This is an optimization exercise on Yosys and OpenROAD, whose aim is small area, a short achievable clock period and few clock cycles per item, not a production implementation.
The RTL was checked by simulation tests, not by an equivalence proof against the original design.
No activity file was given, so power comes from the tool's default toggle rates.

// memorySubsystem
module memorySubsystem #(
  parameter int LATENCY   = 1,
  parameter int RAM_WORDS = 64
) (
  input  logic                                      CLK,
  input  logic                                      reset,
  input  logic              [cpuTypesPkg::CPUS-1:0] iREN,
  input  cpuTypesPkg::addrT [cpuTypesPkg::CPUS-1:0] iaddr,
  output cpuTypesPkg::wordT [cpuTypesPkg::CPUS-1:0] iload,
  output logic              [cpuTypesPkg::CPUS-1:0] iwait,
  input  logic              [cpuTypesPkg::CPUS-1:0] dREN,
  input  logic              [cpuTypesPkg::CPUS-1:0] dWEN,
  input  cpuTypesPkg::addrT [cpuTypesPkg::CPUS-1:0] daddr,
  input  cpuTypesPkg::wordT [cpuTypesPkg::CPUS-1:0] dstore,
  output cpuTypesPkg::wordT [cpuTypesPkg::CPUS-1:0] dload,
  output logic              [cpuTypesPkg::CPUS-1:0] dwait,
  input  logic              [cpuTypesPkg::CPUS-1:0] ccwrite,
  output logic              [cpuTypesPkg::CPUS-1:0] ccwait,
  output logic              [cpuTypesPkg::CPUS-1:0] ccinv,
  output cpuTypesPkg::addrT [cpuTypesPkg::CPUS-1:0] ccsnoopaddr
);
Settings: LEC_CHECK=0, CAP_MARGIN=20, CORE_MARGIN=2, CORE_UTILIZATION=60, PLACE_DENSITY=0.7, SETUP_SLACK_MARGIN=5, SLEW_MARGIN=20, SYNTH_HIERARCHICAL=1; clock period 11.0 ns.
standard.sh (not shown) runs the stock make flow with config.mk's settings and CLKGATE_MAP_FILE= SYNTH_SCRIPT=/design/flow/synth_recipe.tcl, a recipe that flattens the netlist after the stock synthesis.
==> flow/flow/run.sh <==
#!/bin/bash
# Own flow: the standard layout, with smaller port buffers, sizing not
# limited to same-footprint cells, and no clock-tree dummy loads.
set -euo pipefail
export BUFFER_PORTS_ARGS="-buffer_cell sky130_fd_sc_hd__buf_2"
export MATCH_CELL_FOOTPRINT=0
export CTS_ARGS="-sink_clustering_enable -repair_clock_nets -dont_use_dummy_load -sink_clustering_size 16 -sink_clustering_max_diameter 60 -buf_list sky130_fd_sc_hd__clkbuf_8"
bash standard.sh > standard.log 2>&1
Testbench counts at the start, summed over its fixed seeds: cycles 4,416, items 4,316.
Then changed:
Settings changed: CORE_UTILIZATION 60 to 70, PLACE_DENSITY 0.7 to 0.8, SETUP_SLACK_MARGIN 5 to 4.5.
After rerunning: Critical path depth stays the same. Wire length barely changes. Clock power is lower slightly. Worst setup slack gains 0.016 ns. Sequential share of layout area is about the same. Die area went down by about a fifth. Synthesized cell count stays the same. Cell area is about the same.
Then changed:
Settings changed: CORE_UTILIZATION 70 to 60, PLACE_DENSITY 0.8 to 0.7.
Outcome: The new run finished with timing, DRC and antenna clean. Die area goes up by 16%. Non-clock buffer count goes down by 7. Routed wire length goes down by 0.30%. Utilization goes down by 11 points. Sequential share of layout area goes down by 0.17 points. Final cell count goes up by 3.0%. Total power barely changes. First-iteration DRC count goes down by 12%. Hold slack stays flat. Combinational power goes down by about 1%. Clock power goes up by about 2%.
Then changed:
Settings changed: CORE_UTILIZATION 60 to 50, PLACE_DENSITY 0.7 to 0.6, SETUP_SLACK_MARGIN 4.5 to 3.
The changed run completed without violations.
Register-to-register slack gets better by 0.72 ns.
Hold slack stays flat.
Sequential cell count stays the same.
Synthesized cell count is unchanged.
Then changed:
Settings changed: CAP_MARGIN 20 to 10, CORE_UTILIZATION 50 to 60, PLACE_DENSITY 0.6 to 0.7, SETUP_SLACK_MARGIN 3 to 4.5, SLEW_MARGIN 20 to 10.
Result: The changed run finished clean; global-route usage rises by 6.4 points; first-iteration DRC count rises by 19%; die area falls by about 17%; non-clock buffer count rises by 116.


Setup of run 1:
memorySubsystem, a different RTL version from the one above (not shown whole).
Size: ~6100 cells after synthesis, roughly 76000 um2 of cells after synthesis.
Settings: LEC_CHECK=0, CAP_MARGIN=20, CORE_MARGIN=2, CORE_UTILIZATION=60, PLACE_DENSITY=0.7, SETUP_SLACK_MARGIN=4, SLEW_MARGIN=20, SYNTH_HIERARCHICAL=1; clock period 11.0 ns.
Scripts as last shown in full above: flow/flow/run.sh
Every stage of the flow completed for run 1, and the final layout passed the timing, design-rule and antenna checks.
Testbench counts of run 1, summed over its fixed seeds: cycles 4,416, items 4,316.
Input-level comparison between run 2 and run 1:
Settings: CORE_UTILIZATION changed from 60 to 55; PLACE_DENSITY changed from 0.7 to 0.65.
==> summary.txt <==
Run 2: sequential share of layout area is 0.84 points lower than what run 1 reported.
When the final numbers for run 1 and run 2 were put side by side, the normalized max-slew margin turned out to be smaller in run 1.
Comparing power density relative to cell area for run 1 and run 2, the smaller number came from run 2.
Changes observed in run 2 relative to run 1: maximum cell stage delay along the critical path went down by 0.38 ns; width of the die went up by 4.4%; cell area after layout went up by about 1.8%; area enclosed by the die boundary went up by 12000 um2.
From run 1 to run 2 the numbers moved as follows: number of buffers outside the clock class in the layout rose 118, setup slack rose 0.080 ns.
Looking at critical path endpoint, the dload[21] result is from run 2; the dload[30] one comes from run 1.
Setup changes, run 2 to run 3
Settings: CORE_UTILIZATION: 55 -> 60; SETUP_SLACK_MARGIN: 4 -> 4.5; PLACE_DENSITY: 0.65 -> 0.7.
==> summary.txt <==
Compared with run 2, run 3 shows a lower part of the total power dissipated in combinational logic.
Total global-route track usage, run 3 and run 2: higher on run 3
Relative to run 2, share of the clock period used by the worst path decreased by 0.57 points in run 3.
Run 3 contains fewer vias than run 2.
Input changes introduced in run 4 (baseline for comparison: run 3):
Settings: setting GPL_ROUTABILITY_DRIVEN to 0 for the first time.
--- outcome ---
Row post-layout worst setup margin: run 4 lower / run 3 higher
Comparing run 4 with run 3, the hold slack came out essentially unchanged.
Min post-route met1 wirelength across run 4 and run 3: run 4
In the tables for run 4 and run 3, clock buffer count in the final layout reads lower with run 3.
Between run 4 and run 3, the difference in synthesis-to-layout area growth is negligible.

[afterwards: timing with drivers on the ports]
No port has a modelled driver above. Below, the same layouts with a new extraction and two added sets of constraints.
Step 1 (the two cells are an assumption about what drives the block):
set clk [get_ports {CLK}]
set_driving_cell -lib_cell sky130_fd_sc_hd__clkbuf_16 $clk
set_driving_cell -lib_cell sky130_fd_sc_hd__buf_2 [delete_from_list [all_inputs] $clk]
Step 2 also shifts input and output timing later by t, the mid clock arrival at the registers, as if the neighbouring blocks saw the same clock.
Slacks: no drivers / after step 1 / after step 2; pairs: no drivers / after step 1.
| run | shift t [ns] | setup WS [ns] | worst setup path at the end | cell pins on the clock port's net |
|---|---|---|---|---|
| the first run of note 1 | 0.974 | 3.294 / 3.252 / 3.252 | input to output | 1 |
| the second run of note 1 | 0.970 | 3.310 / 3.201 / 3.201 | input to output | 1 |
| the third run of note 1 | 1.009 | 3.468 / 3.278 / 3.278 | input to output | 1 |
| the fourth run of note 1 | 0.976 | 2.899 / 2.841 / 2.841 | input to output | 1 |
| the fifth run of note 1 | 0.994 | 3.461 / 3.318 / 3.318 | input to output | 1 |
| run 1 | 0.975 | 3.463 / 3.402 / 3.402 | input to output | 1 |
| run 2 | 0.946 | 3.543 / 3.471 / 3.471 | input to output | 1 |
| run 3 | 0.972 | 3.606 / 3.397 / 3.397 | input to output | 1 |
| run 4 | 0.966 | 3.495 / 3.354 / 3.354 | input to output | 1 |
After both steps every run listed still meets setup and hold. For run 3, which loses most, drivers alone change the setup slack by -0.209 ns; drivers and shift together by -0.209 ns.
